Context: an optimization exercise on an open-source flow, tuned for small area and a short achievable clock period. The choices shown serve that exercise and are no tape-out recipe.
The RTL was checked by simulation tests, not by an equivalence proof against the original design.
Power and IR drop assume default switching activity.

==> design.v <==
`timescale 1ns/1ps
`default_nettype none
module pe_sequencer
(
    input  logic                   clk,
    input  logic                   rst,
    input  logic                   in_valid,
    input  logic [16-1:0] weight_count,
    input  logic [16-1:0] feature_count,
    output logic [4-1:0]   slot_sel,
    output logic [4-1:0]   coord_sel,
    output logic                   busy,
    output logic                   idle,
    output logic                   out_valid
);
    localparam logic [1:0] IDLE = 2'd0;
    localparam logic [1:0] RUN  = 2'd1;
    localparam logic [1:0] DONE = 2'd3;
    logic [1:0]             state;
    logic [16-1:0] cycle_cnt;
    logic [16-1:0] cycle_inc;
    logic [16-1:0] weight_cnt;
    logic [16-1:0] next_weight_cnt;
    logic                   accept;
    logic                   weight_we;
    logic                   pass_end;
    logic                   last_pass;
    logic                   slot0_n;
    logic                   coord0_n;
    logic [16-1:0] next_cycle_cnt;
    assign slot_sel[0] = ~slot0_n;
    assign accept = (state == IDLE && in_valid) || state == RUN;
    assign cycle_inc = cycle_cnt + 16'(1);
    assign pass_end  = accept && (cycle_inc == feature_count);
    assign weight_we = accept && (slot_sel != '0);
    assign next_cycle_cnt = !accept ? cycle_cnt : pass_end ? '0 : cycle_inc;
    assign coord_sel[0]   = ~coord0_n;
    assign busy = (state != IDLE) || in_valid;
    assign idle = (state == IDLE);
    assign next_weight_cnt = weight_we ? weight_cnt + 16'(1) : weight_cnt;
    assign last_pass = (next_weight_cnt >= weight_count);
    always_ff @(posedge clk or posedge rst) begin
        if (rst) begin
            state      <= IDLE;
            cycle_cnt  <= '0;
            weight_cnt <= '0;
            slot0_n    <= 1'b0;
            slot_sel[4-1:1] <= '0;
            coord0_n   <= 1'b0;
            coord_sel[4-1:1] <= '0;
            out_valid  <= 1'b0;
        end else begin
            coord0_n   <= (next_cycle_cnt != '0);
            for (int i = 1; i < 4; i++)
                coord_sel[i] <= (next_cycle_cnt == 16'(i));
            weight_cnt <= next_weight_cnt;
            out_valid  <= accept;
            if (accept) begin
                if (pass_end) begin
                    cycle_cnt <= '0;
                    slot0_n   <= 1'b0;
                    slot_sel[4-1:1] <= '0;
                    state     <= last_pass ? DONE : RUN;
                end else begin
                    cycle_cnt <= cycle_inc;
                    slot0_n   <= 1'b1;
                    slot_sel[4-1:1] <= slot_sel[4-2:0];
                    state     <= RUN;
                end
            end
        end
    end
endmodule
`default_nettype wire
`timescale 1ns/1ps
`default_nettype none
module weight_buffer
(
    input  logic                   clk,
    input  logic                   rst,
    input  logic [4-1:0]   slot_sel,
    input  logic [4-1:0]   coord_sel,
    input  logic [(8 + 2*8)-1:0] weight_in,
    output logic [4*(8 + 2*8)-1:0] weights,
    output logic [4*(8 + 2*8)-1:0] weights_next
);
    localparam int EW = (8 + 2*8);
    localparam int C  = 8;
    logic [4*EW-1:0] slots;
    logic [EW-1:0]           entry;
    assign entry = weight_in;
    always_comb begin
        for (int i = 0; i < 4; i++)
            weights_next[i*EW +: EW] = {slot_sel[i]  ? entry[EW-1:2*C]     : slots[i*EW + 2*C +: EW-2*C],
                                        coord_sel[i] ? entry[2*C-1:0]      : slots[i*EW +: 2*C]};
    end
    always_ff @(posedge clk or posedge rst) begin
        if (rst) begin
            slots <= '0;
        end else begin
            slots <= weights_next;
        end
    end
    assign weights = slots;
endmodule
`default_nettype wire
`timescale 1ns/1ps
`default_nettype none
module feature_window
(
    input  logic                   clk,
    input  logic [(4*(8 + 2*8))-1:0] feature_in,
    output logic [3*4*8-1:0] values
);
    localparam int CW = 2*4*8;
    localparam int VW = 4*8;
    logic [3*VW-1:0] stages;
    always_ff @(posedge clk) begin
        stages <= {stages[2*VW-1:0], feature_in[CW +: VW]};
    end
    assign values = stages;
endmodule
`default_nettype wire
`timescale 1ns/1ps
`default_nettype none
module outer_product_array
(
    input  logic                             clk,
    input  logic                             rst,
    input  logic                             busy,
    input  logic                             idle,
    input  logic [4*(8 + 2*8)-1:0] weights,
    input  logic [4*(8 + 2*8)-1:0] weights_next,
    input  logic [3*4*8-1:0] values,
    input  logic [(4*(8 + 2*8))-1:0]           feature_in,
    output logic [(4*4*(2*8 + 2*8))-1:0]          result
);
    localparam int W  = 8;
    localparam int C  = 8;
    localparam int L  = 4;
    localparam int N  = L*L;
    localparam int EW = (8 + 2*8);
    localparam int GW = (4*(8 + 2*8));
    localparam int VW = L*W;
    logic [4*VW-1:0] src;
    assign src = {values, feature_in[2*L*C +: VW]};
    logic [N*2*W-1:0] prod_s_d, prod_c_d;
    logic [N*2*W-1:0] prod_b_d, prod_b_q;
    logic [N*5-1:0]   prod_g_d, prod_g_q;
    logic [N*2*W-1:0] prod_q;
    for (genvar i = 0; i < L; i++) begin : g_slot
        for (genvar j = 0; j < L; j++) begin : g_lane
            mul_bw u_mul (
                .a (weights_next[i*EW + 2*C +: W]),
                .b (src[i*VW + j*W +: W]),
                .s (prod_s_d[(i*L+j)*2*W +: 2*W]),
                .c (prod_c_d[(i*L+j)*2*W +: 2*W])
            );
            blk_pre u_pre (
                .ra (prod_s_d[(i*L+j)*2*W +: 2*W]),
                .rb (prod_c_d[(i*L+j)*2*W +: 2*W]),
                .s0 (prod_b_d[(i*L+j)*2*W +: 2*W]),
                .g  (prod_g_d[(i*L+j)*5 +: 5])
            );
            blk_post u_post (
                .s0 (prod_b_q[(i*L+j)*2*W +: 2*W]),
                .g  (prod_g_q[(i*L+j)*5 +: 5]),
                .p  (prod_q[(i*L+j)*2*W +: 2*W])
            );
        end
    end
    always_ff @(posedge clk) begin
        prod_b_q <= prod_b_d;
        prod_g_q <= prod_g_d;
    end
    logic [4*2*L*C-1:0] off_d, off_q;
    logic [3*2*C-1:0]   delta;
    always_comb begin
        for (int d = 0; d < 3; d++) begin
            for (int f = 0; f < 2; f++) begin
                delta[d*2*C + f*C +: C] =
                    (idle && d == 0 ? C'(0) : weights[d*EW + f*C +: C]) -
                    weights_next[(d+1)*EW + f*C +: C];
            end
        end
        for (int f = 0; f < 2; f++) begin
            for (int j = 0; j < L; j++) begin
                off_d[f*L*C + j*C +: C] = busy ?
                    feature_in[f*L*C + j*C +: C] - weights_next[f*C +: C] : C'(0);
                for (int d = 0; d < 3; d++)
                    off_d[(d+1)*2*L*C + f*L*C + j*C +: C] =
                        off_q[d*2*L*C + f*L*C + j*C +: C] + delta[d*2*C + f*C +: C];
            end
        end
    end
    always_ff @(posedge clk or posedge rst) begin
        if (rst) begin
            off_q <= '0;
        end else begin
            off_q <= off_d;
        end
    end
    always_comb begin
        result[N*2*C +: N*2*W] = prod_q;
        for (int i = 0; i < L; i++) begin
            for (int j = 0; j < L; j++) begin
                result[N*C + (i*L+j)*C +: C] = off_q[i*2*L*C + L*C + j*C +: C];
                result[(i*L+j)*C +: C]       = off_q[i*2*L*C + j*C +: C];
            end
        end
    end
endmodule
module mul_bw (
    input  logic [7:0]  a,
    input  logic [7:0]  b,
    output logic [15:0] s,
    output logic [15:0] c
);
    logic t1, t2;
    assign t1 = (a[0] & b[6]) ^ (a[1] & b[5]);
    assign t2 = (a[0] & b[6]) & (a[1] & b[5]);
    logic t3, t4;
    assign t3 = ~(a[0] & b[7]) ^ (a[1] & b[6]) ^ (a[2] & b[5]);
    assign t4 = (~(a[0] & b[7]) & (a[1] & b[6])) | (~(a[0] & b[7]) & (a[2] & b[5])) | ((a[1] & b[6]) & (a[2] & b[5]));
    logic t5, t6;
    assign t5 = (a[3] & b[4]) ^ (a[4] & b[3]);
    assign t6 = (a[3] & b[4]) & (a[4] & b[3]);
    logic t7, t8;
    assign t7 = ~(a[1] & b[7]) ^ (a[2] & b[6]) ^ (a[3] & b[5]);
    assign t8 = (~(a[1] & b[7]) & (a[2] & b[6])) | (~(a[1] & b[7]) & (a[3] & b[5])) | ((a[2] & b[6]) & (a[3] & b[5]));
    logic t9, t10;
    assign t9 = (a[4] & b[4]) ^ (a[5] & b[3]) ^ (a[6] & b[2]);
    assign t10 = ((a[4] & b[4]) & (a[5] & b[3])) | ((a[4] & b[4]) & (a[6] & b[2])) | ((a[5] & b[3]) & (a[6] & b[2]));
    logic t11, t12;
    assign t11 = ~(a[2] & b[7]) ^ (a[3] & b[6]) ^ (a[4] & b[5]);
    assign t12 = (~(a[2] & b[7]) & (a[3] & b[6])) | (~(a[2] & b[7]) & (a[4] & b[5])) | ((a[3] & b[6]) & (a[4] & b[5]));
    logic t13, t14;
    assign t13 = (a[0] & b[4]) ^ (a[1] & b[3]);
    assign t14 = (a[0] & b[4]) & (a[1] & b[3]);
    logic t15, t16;
    assign t15 = (a[0] & b[5]) ^ (a[1] & b[4]) ^ (a[2] & b[3]);
    assign t16 = ((a[0] & b[5]) & (a[1] & b[4])) | ((a[0] & b[5]) & (a[2] & b[3])) | ((a[1] & b[4]) & (a[2] & b[3]));
    logic t17, t18;
    assign t17 = (a[3] & b[2]) ^ (a[4] & b[1]);
    assign t18 = (a[3] & b[2]) & (a[4] & b[1]);
    logic t19, t20;
    assign t19 = t1 ^ (a[2] & b[4]) ^ (a[3] & b[3]);
    assign t20 = (t1 & (a[2] & b[4])) | (t1 & (a[3] & b[3])) | ((a[2] & b[4]) & (a[3] & b[3]));
    logic t21, t22;
    assign t21 = (a[4] & b[2]) ^ (a[5] & b[1]) ^ (a[6] & b[0]);
    assign t22 = ((a[4] & b[2]) & (a[5] & b[1])) | ((a[4] & b[2]) & (a[6] & b[0])) | ((a[5] & b[1]) & (a[6] & b[0]));
    logic t23, t24;
    assign t23 = t3 ^ t5 ^ (a[5] & b[2]);
    assign t24 = (t3 & t5) | (t3 & (a[5] & b[2])) | (t5 & (a[5] & b[2]));
    logic t25, t26;
    assign t25 = (a[6] & b[1]) ^ ~(a[7] & b[0]) ^ t2;
    assign t26 = ((a[6] & b[1]) & ~(a[7] & b[0])) | ((a[6] & b[1]) & t2) | (~(a[7] & b[0]) & t2);
    logic t27, t28;
    assign t27 = t7 ^ t9 ^ ~(a[7] & b[1]);
    assign t28 = (t7 & t9) | (t7 & ~(a[7] & b[1])) | (t9 & ~(a[7] & b[1]));
    logic t29, t30;
    assign t29 = t4 ^ t6 ^ 1'b1;
    assign t30 = (t4 & t6) | (t4 & 1'b1) | (t6 & 1'b1);
    logic t31, t32;
    assign t31 = t11 ^ (a[5] & b[4]) ^ (a[6] & b[3]);
    assign t32 = (t11 & (a[5] & b[4])) | (t11 & (a[6] & b[3])) | ((a[5] & b[4]) & (a[6] & b[3]));
    logic t33, t34;
    assign t33 = ~(a[7] & b[2]) ^ t8 ^ t10;
    assign t34 = (~(a[7] & b[2]) & t8) | (~(a[7] & b[2]) & t10) | (t8 & t10);
    logic t35, t36;
    assign t35 = ~(a[3] & b[7]) ^ (a[4] & b[6]) ^ (a[5] & b[5]);
    assign t36 = (~(a[3] & b[7]) & (a[4] & b[6])) | (~(a[3] & b[7]) & (a[5] & b[5])) | ((a[4] & b[6]) & (a[5] & b[5]));
    logic t37, t38;
    assign t37 = (a[6] & b[4]) ^ ~(a[7] & b[3]) ^ t12;
    assign t38 = ((a[6] & b[4]) & ~(a[7] & b[3])) | ((a[6] & b[4]) & t12) | (~(a[7] & b[3]) & t12);
    logic t39, t40;
    assign t39 = ~(a[4] & b[7]) ^ (a[5] & b[6]) ^ (a[6] & b[5]);
    assign t40 = (~(a[4] & b[7]) & (a[5] & b[6])) | (~(a[4] & b[7]) & (a[6] & b[5])) | ((a[5] & b[6]) & (a[6] & b[5]));
    logic t41, t42;
    assign t41 = (a[0] & b[3]) ^ (a[1] & b[2]);
    assign t42 = (a[0] & b[3]) & (a[1] & b[2]);
    logic t43, t44;
    assign t43 = t13 ^ (a[2] & b[2]) ^ (a[3] & b[1]);
    assign t44 = (t13 & (a[2] & b[2])) | (t13 & (a[3] & b[1])) | ((a[2] & b[2]) & (a[3] & b[1]));
    logic t45, t46;
    assign t45 = t15 ^ t17 ^ (a[5] & b[0]);
    assign t46 = (t15 & t17) | (t15 & (a[5] & b[0])) | (t17 & (a[5] & b[0]));
    logic t47, t48;
    assign t47 = t19 ^ t21 ^ t16;
    assign t48 = (t19 & t21) | (t19 & t16) | (t21 & t16);
    logic t49, t50;
    assign t49 = t23 ^ t25 ^ t20;
    assign t50 = (t23 & t25) | (t23 & t20) | (t25 & t20);
    logic t51, t52;
    assign t51 = t27 ^ t29 ^ t24;
    assign t52 = (t27 & t29) | (t27 & t24) | (t29 & t24);
    logic t53, t54;
    assign t53 = t31 ^ t33 ^ t28;
    assign t54 = (t31 & t33) | (t31 & t28) | (t33 & t28);
    logic t55, t56;
    assign t55 = t35 ^ t37 ^ t32;
    assign t56 = (t35 & t37) | (t35 & t32) | (t37 & t32);
    logic t57, t58;
    assign t57 = t39 ^ ~(a[7] & b[4]) ^ t36;
    assign t58 = (t39 & ~(a[7] & b[4])) | (t39 & t36) | (~(a[7] & b[4]) & t36);
    logic t59, t60;
    assign t59 = ~(a[5] & b[7]) ^ (a[6] & b[6]) ^ ~(a[7] & b[5]);
    assign t60 = (~(a[5] & b[7]) & (a[6] & b[6])) | (~(a[5] & b[7]) & ~(a[7] & b[5])) | ((a[6] & b[6]) & ~(a[7] & b[5]));
    logic t61, t62;
    assign t61 = (a[0] & b[2]) ^ (a[1] & b[1]);
    assign t62 = (a[0] & b[2]) & (a[1] & b[1]);
    logic t63, t64;
    assign t63 = t41 ^ (a[2] & b[1]) ^ (a[3] & b[0]);
    assign t64 = (t41 & (a[2] & b[1])) | (t41 & (a[3] & b[0])) | ((a[2] & b[1]) & (a[3] & b[0]));
    logic t65, t66;
    assign t65 = t43 ^ (a[4] & b[0]) ^ t42;
    assign t66 = (t43 & (a[4] & b[0])) | (t43 & t42) | ((a[4] & b[0]) & t42);
    logic t67, t68;
    assign t67 = t45 ^ t14 ^ t44;
    assign t68 = (t45 & t14) | (t45 & t44) | (t14 & t44);
    logic t69, t70;
    assign t69 = t47 ^ t18 ^ t46;
    assign t70 = (t47 & t18) | (t47 & t46) | (t18 & t46);
    logic t71, t72;
    assign t71 = t49 ^ t22 ^ t48;
    assign t72 = (t49 & t22) | (t49 & t48) | (t22 & t48);
    logic t73, t74;
    assign t73 = t51 ^ t26 ^ t50;
    assign t74 = (t51 & t26) | (t51 & t50) | (t26 & t50);
    logic t75, t76;
    assign t75 = t53 ^ t30 ^ t52;
    assign t76 = (t53 & t30) | (t53 & t52) | (t30 & t52);
    logic t77, t78;
    assign t77 = t55 ^ t34 ^ t54;
    assign t78 = (t55 & t34) | (t55 & t54) | (t34 & t54);
    logic t79, t80;
    assign t79 = t57 ^ t38 ^ t56;
    assign t80 = (t57 & t38) | (t57 & t56) | (t38 & t56);
    logic t81, t82;
    assign t81 = t59 ^ t40 ^ t58;
    assign t82 = (t59 & t40) | (t59 & t58) | (t40 & t58);
    logic t83, t84;
    assign t83 = ~(a[6] & b[7]) ^ ~(a[7] & b[6]) ^ t60;
    assign t84 = (~(a[6] & b[7]) & ~(a[7] & b[6])) | (~(a[6] & b[7]) & t60) | (~(a[7] & b[6]) & t60);
    assign s[0] = (a[0] & b[0]);
    assign c[0] = 1'b0;
    assign s[1] = (a[0] & b[1]);
    assign c[1] = (a[1] & b[0]);
    assign s[2] = t61;
    assign c[2] = (a[2] & b[0]);
    assign s[3] = t63;
    assign c[3] = t62;
    assign s[4] = t65;
    assign c[4] = t64;
    assign s[5] = t67;
    assign c[5] = t66;
    assign s[6] = t69;
    assign c[6] = t68;
    assign s[7] = t71;
    assign c[7] = t70;
    assign s[8] = t73;
    assign c[8] = t72;
    assign s[9] = t75;
    assign c[9] = t74;
    assign s[10] = t77;
    assign c[10] = t76;
    assign s[11] = t79;
    assign c[11] = t78;
    assign s[12] = t81;
    assign c[12] = t80;
    assign s[13] = t83;
    assign c[13] = t82;
    assign s[14] = (a[7] & b[7]);
    assign c[14] = t84;
    assign s[15] = 1'b1;
    assign c[15] = 1'b0;
endmodule
module blk_pre (
    input  logic [15:0] ra,
    input  logic [15:0] rb,
    output logic [15:0] s0,
    output logic [4:0]  g
);
    logic [3:0] t0;
    assign t0 = {1'b0, ra[2:0]} + {1'b0, rb[2:0]};
    assign s0[2:0] = t0[2:0];
    assign g[0] = t0[3];
    logic [3:0] t1;
    assign t1 = {1'b0, ra[5:3]} + {1'b0, rb[5:3]};
    assign s0[5:3] = t1[2:0];
    assign g[1] = t1[3];
    logic [2:0] t2;
    assign t2 = {1'b0, ra[7:6]} + {1'b0, rb[7:6]};
    assign s0[7:6] = t2[1:0];
    assign g[2] = t2[2];
    logic [2:0] t3;
    assign t3 = {1'b0, ra[9:8]} + {1'b0, rb[9:8]};
    assign s0[9:8] = t3[1:0];
    assign g[3] = t3[2];
    logic [3:0] t4;
    assign t4 = {1'b0, ra[12:10]} + {1'b0, rb[12:10]};
    assign s0[12:10] = t4[2:0];
    assign g[4] = t4[3];
    logic [3:0] t5;
    assign t5 = {1'b0, ra[15:13]} + {1'b0, rb[15:13]};
    assign s0[15:13] = t5[2:0];
endmodule
module blk_post (
    input  logic [15:0] s0,
    input  logic [4:0]  g,
    output logic [15:0] p
);
    logic [5:0] pr, c;
    assign pr[0] = &s0[2:0];
    assign pr[1] = &s0[5:3];
    assign pr[2] = &s0[7:6];
    assign pr[3] = &s0[9:8];
    assign pr[4] = &s0[12:10];
    assign pr[5] = &s0[15:13];
    assign c[0] = 1'b0;
    assign c[1] = (g[0]);
    assign c[2] = (g[1]) | (g[0] & pr[1]);
    assign c[3] = (g[2]) | (g[1] & pr[2]) | (g[0] & pr[1] & pr[2]);
    assign c[4] = (g[3]) | (g[2] & pr[3]) | (g[1] & pr[2] & pr[3]) | (g[0] & pr[1] & pr[2] & pr[3]);
    assign c[5] = (g[4]) | (g[3] & pr[4]) | (g[2] & pr[3] & pr[4]) | (g[1] & pr[2] & pr[3] & pr[4]) | (g[0] & pr[1] & pr[2] & pr[3] & pr[4]);
    assign p[2:0] = s0[2:0] + {2'b0, c[0]};
    assign p[5:3] = s0[5:3] + {2'b0, c[1]};
    assign p[7:6] = s0[7:6] + {1'b0, c[2]};
    assign p[9:8] = s0[9:8] + {1'b0, c[3]};
    assign p[12:10] = s0[12:10] + {2'b0, c[4]};
    assign p[15:13] = s0[15:13] + {2'b0, c[5]};
endmodule
`default_nettype wire
`timescale 1ns/1ps
`default_nettype none
module pe_unit
(
    input  logic                   clk,
    input  logic                   rst,
    input  logic                   in_valid,
    input  logic [16-1:0] weight_count,
    input  logic [16-1:0] feature_count,
    input  logic [(8 + 2*8)-1:0] weight_in,
    input  logic [(4*(8 + 2*8))-1:0] feature_in,
    output logic                   out_valid,
    output logic [(4*4*(2*8 + 2*8))-1:0] result
);
    logic [4-1:0]             slot_sel;
    logic [4-1:0]             coord_sel;
    logic                             busy;
    logic [4*(8 + 2*8)-1:0] weights;
    logic [4*(8 + 2*8)-1:0] weights_next;
    logic                             idle;
    logic [3*4*8-1:0] values;
    pe_sequencer u_sequencer (
        .clk           (clk),
        .rst           (rst),
        .in_valid      (in_valid),
        .weight_count  (weight_count),
        .feature_count (feature_count),
        .slot_sel      (slot_sel),
        .coord_sel     (coord_sel),
        .busy          (busy),
        .idle          (idle),
        .out_valid     (out_valid)
    );
    weight_buffer u_weight_buffer (
        .clk          (clk),
        .rst          (rst),
        .slot_sel     (slot_sel),
        .coord_sel    (coord_sel),
        .weight_in    (weight_in),
        .weights      (weights),
        .weights_next (weights_next)
    );
    feature_window u_feature_window (
        .clk        (clk),
        .feature_in (feature_in),
        .values     (values)
    );
    outer_product_array u_outer_product_array (
        .clk          (clk),
        .rst          (rst),
        .busy         (busy),
        .idle         (idle),
        .weights      (weights),
        .weights_next (weights_next),
        .values       (values),
        .feature_in   (feature_in),
        .result       (result)
    );
endmodule
`default_nettype wire
==> flow/run.sh <==
#!/bin/bash
# Layout flow: the standard flow (standard.sh, unchanged synthesis and
# steps), except that the buffers placed on every input and output port are
# sky130_fd_sc_hd__buf_2 rather than the flow's default pick (a delay cell).
set -euo pipefail
export BUFFER_PORTS_ARGS="-buffer_cell sky130_fd_sc_hd__buf_2"
bash standard.sh > standard.log 2>&1
==> standard.sh <==
#!/bin/bash
# synth_recipe.tcl (not shown) runs the flow's synth.tcl, then flattens the netlist and writes it again
# the make line also repeats each setting of config.mk as NAME=value (left out here)
make -C /OpenROAD-flow-scripts/flow DESIGN_CONFIG=/design/flow/config.mk WORK_HOME=/design/flow/orfs CLKGATE_MAP_FILE= SYNTH_SCRIPT=/design/flow/synth_recipe.tcl "${@:-finish}"
==> config.mk <==
export PLATFORM = sky130hd
export DESIGN_NAME = pe_unit
export DESIGN_NICKNAME = pe_unit
export VERILOG_FILES = /design/flow/design.v
export SDC_FILE = /design/flow/constraint.sdc
export NUM_CORES = 4
export LEC_CHECK = 0
export CAP_MARGIN = 20
export CORE_MARGIN = 2
export CORE_UTILIZATION = 55
export CTS_BUF_LIST = sky130_fd_sc_hd__clkbuf_8
export CTS_CLUSTER_SIZE = 30
export SETUP_SLACK_MARGIN = 2.85
export SLEW_MARGIN = 20
==> constraint.sdc <==
create_clock -name core_clock -period 7.0 [get_ports {clk}]
set_input_delay 1.4000 -clock core_clock [delete_from_list [all_inputs] [get_ports {clk}]]
set_output_delay 1.4000 -clock core_clock [all_outputs]
set_load 0.01 [all_outputs]
==> run notes <==
via count=43820; outcome=timing/DRC/antenna clean; Req. time, crit path=5.60 ns; RR Startpoint=u_sequencer.slot_sel[1]; Final Cycle Share=60.31%; Total GRT Usage=30.20%; final hold vios=0; ys flop type=dfxtp_1; clk_skew=0.03400 ns; post-synthesis compound-gate area fraction=5.829%; Post-synth EDFFs=0; asr flop ratio synth=47.76%; dpl hpwl=127.0 mm; hold depth=1; Worst R2R Setup Slack=2.89 ns; Leakage=0.03753 uW; initial antenna violation count=35; P per Cell Area=558.6 nW/um^2; area grow syn2layout=18.84%; unrepaired setup endpoints after global routing=true; CP Launch Type=register; number of max-cap violations=0; Placeable Area=110500 sq um; post-synthesis sequential area ratio=30.27%; WS Path Type=reg -> out; cts hold-fix bufs=0; worst skew pair latency=0.86 ns; Reg clk slew, reported paths=0.06 ns; Post-Synth XOR/XNOR Area=6.027%; post-route DRC violation count=0; first-pass GRT wire length=258.3 mm; fmax=236.9 MHz; Worst IR Drop VDD=0.3275 mV; Routed wire per std cell=21.76 um; simple-gate share of the synthesized area=11.94%; worst r2r dst=u_outer_product_array.prod_b_q[73]; routability congestion estimate from global placement=0.9122; Detail Route Antenna Nets=0; setup_tns=0 ns; pin count of the biggest net entering global routing=134; vias in the first global route=44220; Ys Warns=4; final setup fails=0; Clock Sinks=827; Worst EP arrival=2.82 ns; share of cells above drive strength 1=22.78%; worst hold start=u_sequencer.weight_cnt[15]; post-layout minimum cycle time=4.222 ns; syn_nets=7357; num rows=122; die area=114000 sq um; Mapped Cells=5824; DIE WIDTH=337.6 um; total chip power=40640 uW; htree depth=4; CP Capture Type=output port; Adder-Cell Fraction of Synth Area=36.68%; Die Y=337.6 um; Hold Path Class=reg -> reg; Max clock buf depth=3; Num CTS Buffers=152; Synth Cell Area=61220 sq um; largest family of logic cells by synthesized area=adder cells; Vias/cell=5.282; Port Buffers=667; Initial Util=55.39%; # IOs=668; most common cell after layout, fill and taps aside=inv_1; drt first pass iters=5; synth unique cells=60; nets=8195; Reg2Reg Depth=11; Avg Cell Area, Syn=10.51 sq um; Yosys reg bits=827; CP Max Fanout=2; CTS tree=yes; gr ovfl total=0; Slew @ Worst Pin=1.152 ns; Rel. slew slack=20.99%; mux contribution to synthesized area=1.660%; clock root buffer=clkbuf_8; max-slew violation count=0; Iter 0 DRT Violations=2619; Hold EP=u_sequencer.weight_cnt[15]; most frequent cells in the layout=inv_1 (1002), buf_2 (646), fa_1 (596), ha_1 (596), and2_1 (550); final WL=180.5 mm
## power by group
group	internal (uW)	total, uW	switching (uW)
Combinational	12200	27000	14800
Sequential	7170	8680	1510
Clock	2740	4910	2170
Total	22100	40600	18500
## flip-flops by register name, summed over array words and instances, names as in the netlist
register                        cells
u_outer_product_array.off_q       256
u_outer_product_array.prod_b_q    256
u_feature_window.stages            96
u_weight_buffer.slots              96
u_outer_product_array.prod_g_q     80
u_sequencer.cycle_cnt              16
u_sequencer.weight_cnt             16
u_sequencer.coord_sel               3
u_sequencer.slot_sel                3
u_sequencer.state                   2
u_sequencer.coord0_n                1
u_sequencer.out_valid               1
u_sequencer.slot0_n                 1
## cell usage after synthesis (17+ instances only)
master	n	share of area, %
dfrtp_1	395	16
a41o_1	32	0.52
buf_4	52	0.64
o21bai_1	22	0.27
inv_1	993	6.1
a21o_1	194	2.4
nand2_1	488	3.0
xnor2_1	253	3.6
fa_1	694	23
o21ai_0	50	0.41
a31o_2	32	0.46
ha_1	684	14
nor2b_1	44	0.45
clkbuf_1	123	0.75
nor2_1	113	0.69
dfxtp_1	432	14
nand3_1	17	0.14
mux2_2	44	0.81
xor2_1	158	2.3
and2_1	607	6.2
nor3_1	49	0.40
mux2i_1	52	0.85
a21oi_1	131	1.1
## cell type report
cell class / count / area (sq um)
fillers: 9133 / 37770
diodes: 21 / 52.55
inverters: 993 / 3735
flip-flops and latches: 827 / 18590
clock buffers: 195 / 2684
clock inverters: 83 / 575.6
multi-input cells: 3865 / 40460
repair buffers: 823 / 4801
well taps: 1488 / 1862
## metrics by stage
| step | worst slack, ns | cells | util [%] | hold slack [ns] | cell area [sq um] |
|---|---|---|---|---|---|
| final | 2.778 | 8295 | 65.83 | 0.4861 | 72750 |
| after global routing | 2.651 | 8289 | 65.81 | 0.5038 | 72740 |
| after CTS | 2.659 | 8147 | 64.32 | 0.4842 | 71080 |
| after detailed placement | 1.629 | 7812 | 60.07 | 0.4756 | 66390 |
| after global placement | 1.661 | 7811 | 60.06 | 0.4723 | 66380 |
| after floorplan | 0.2842 | 5824 | - | 0.3935 | 62390 |
## cell families (layout without fill, tap and decap cells)
kind of cell / count (synthesis) / after routing
simple gates: 1411 / 1411
other cells: 0 / 21
buf+inv: 1179 / 2094
fa+ha+maj: 1378 / 1378
compound gates: 518 / 518
xor+xnor: 415 / 415
mux: 96 / 143
flops: 827 / 827
## critical path: stages, from the launching register on
cell	delay, ns
dfxtp_2	0.31
a41o_1	0.27
a31o_4	0.25
a31o_4	0.24
a41o_1	0.20
ha_2	0.19
ha_4	0.17
xor2_4	0.18
buf_2	0.16
## per-layer routing
metal	up-vias	routed length [um]	track usage, %
met5	-	58	0
li1	19940	-	-
met3	386	13770	5.673
met2	1615	84590	49.71
met1	21860	74580	39.78
met4	10	7453	11.22
## worst max-delay path by stage
stage | endpoint | startpoint | cells after the start
after global routing | result[415] | u_outer_product_array.prod_b_q[148] | 8
after CTS | result[415] | u_outer_product_array.prod_b_q[148] | 8
final | result[415] | u_outer_product_array.prod_b_q[148] | 8
after global placement | u_outer_product_array.prod_b_q[59] | weight_in[18] | 13
after detailed placement | u_outer_product_array.prod_b_q[139] | weight_in[18] | 11
after floorplan | u_outer_product_array.off_q[0] | rst | 1
## what timing repair did
item	CTS	global route
gates cloned	11	36
pin swaps	99	36
setup endpoints to repair	174	124
gates resized for setup	155	90
buffers inserted	46	91

[static timing again, ports no longer ideal]
No port has a modelled driver above. Below, the same layout with a new extraction and two added sets of constraints. Step 1 assumes that a clkbuf_16 drives the clock port and a buf_2 every other input. Step 2 also shifts input and output timing later by t, the mid clock arrival at the registers, as if the neighbouring blocks saw the same clock. Slacks: no drivers / after step 1 / after step 2; pairs: no drivers / after step 1.
t (ns): 0.914
setup WS [ns]: 2.778 / 2.704 / 1.932
worst setup path at the end: input to register
clock arrival spread, ns: 0.035 / 0.034
worst register clock-pin slew, ns: 0.07 / 0.07
After both steps this run still meets setup and hold. The setup slack of this run moves by -0.074 ns with the drivers and by -0.846 ns with both steps.
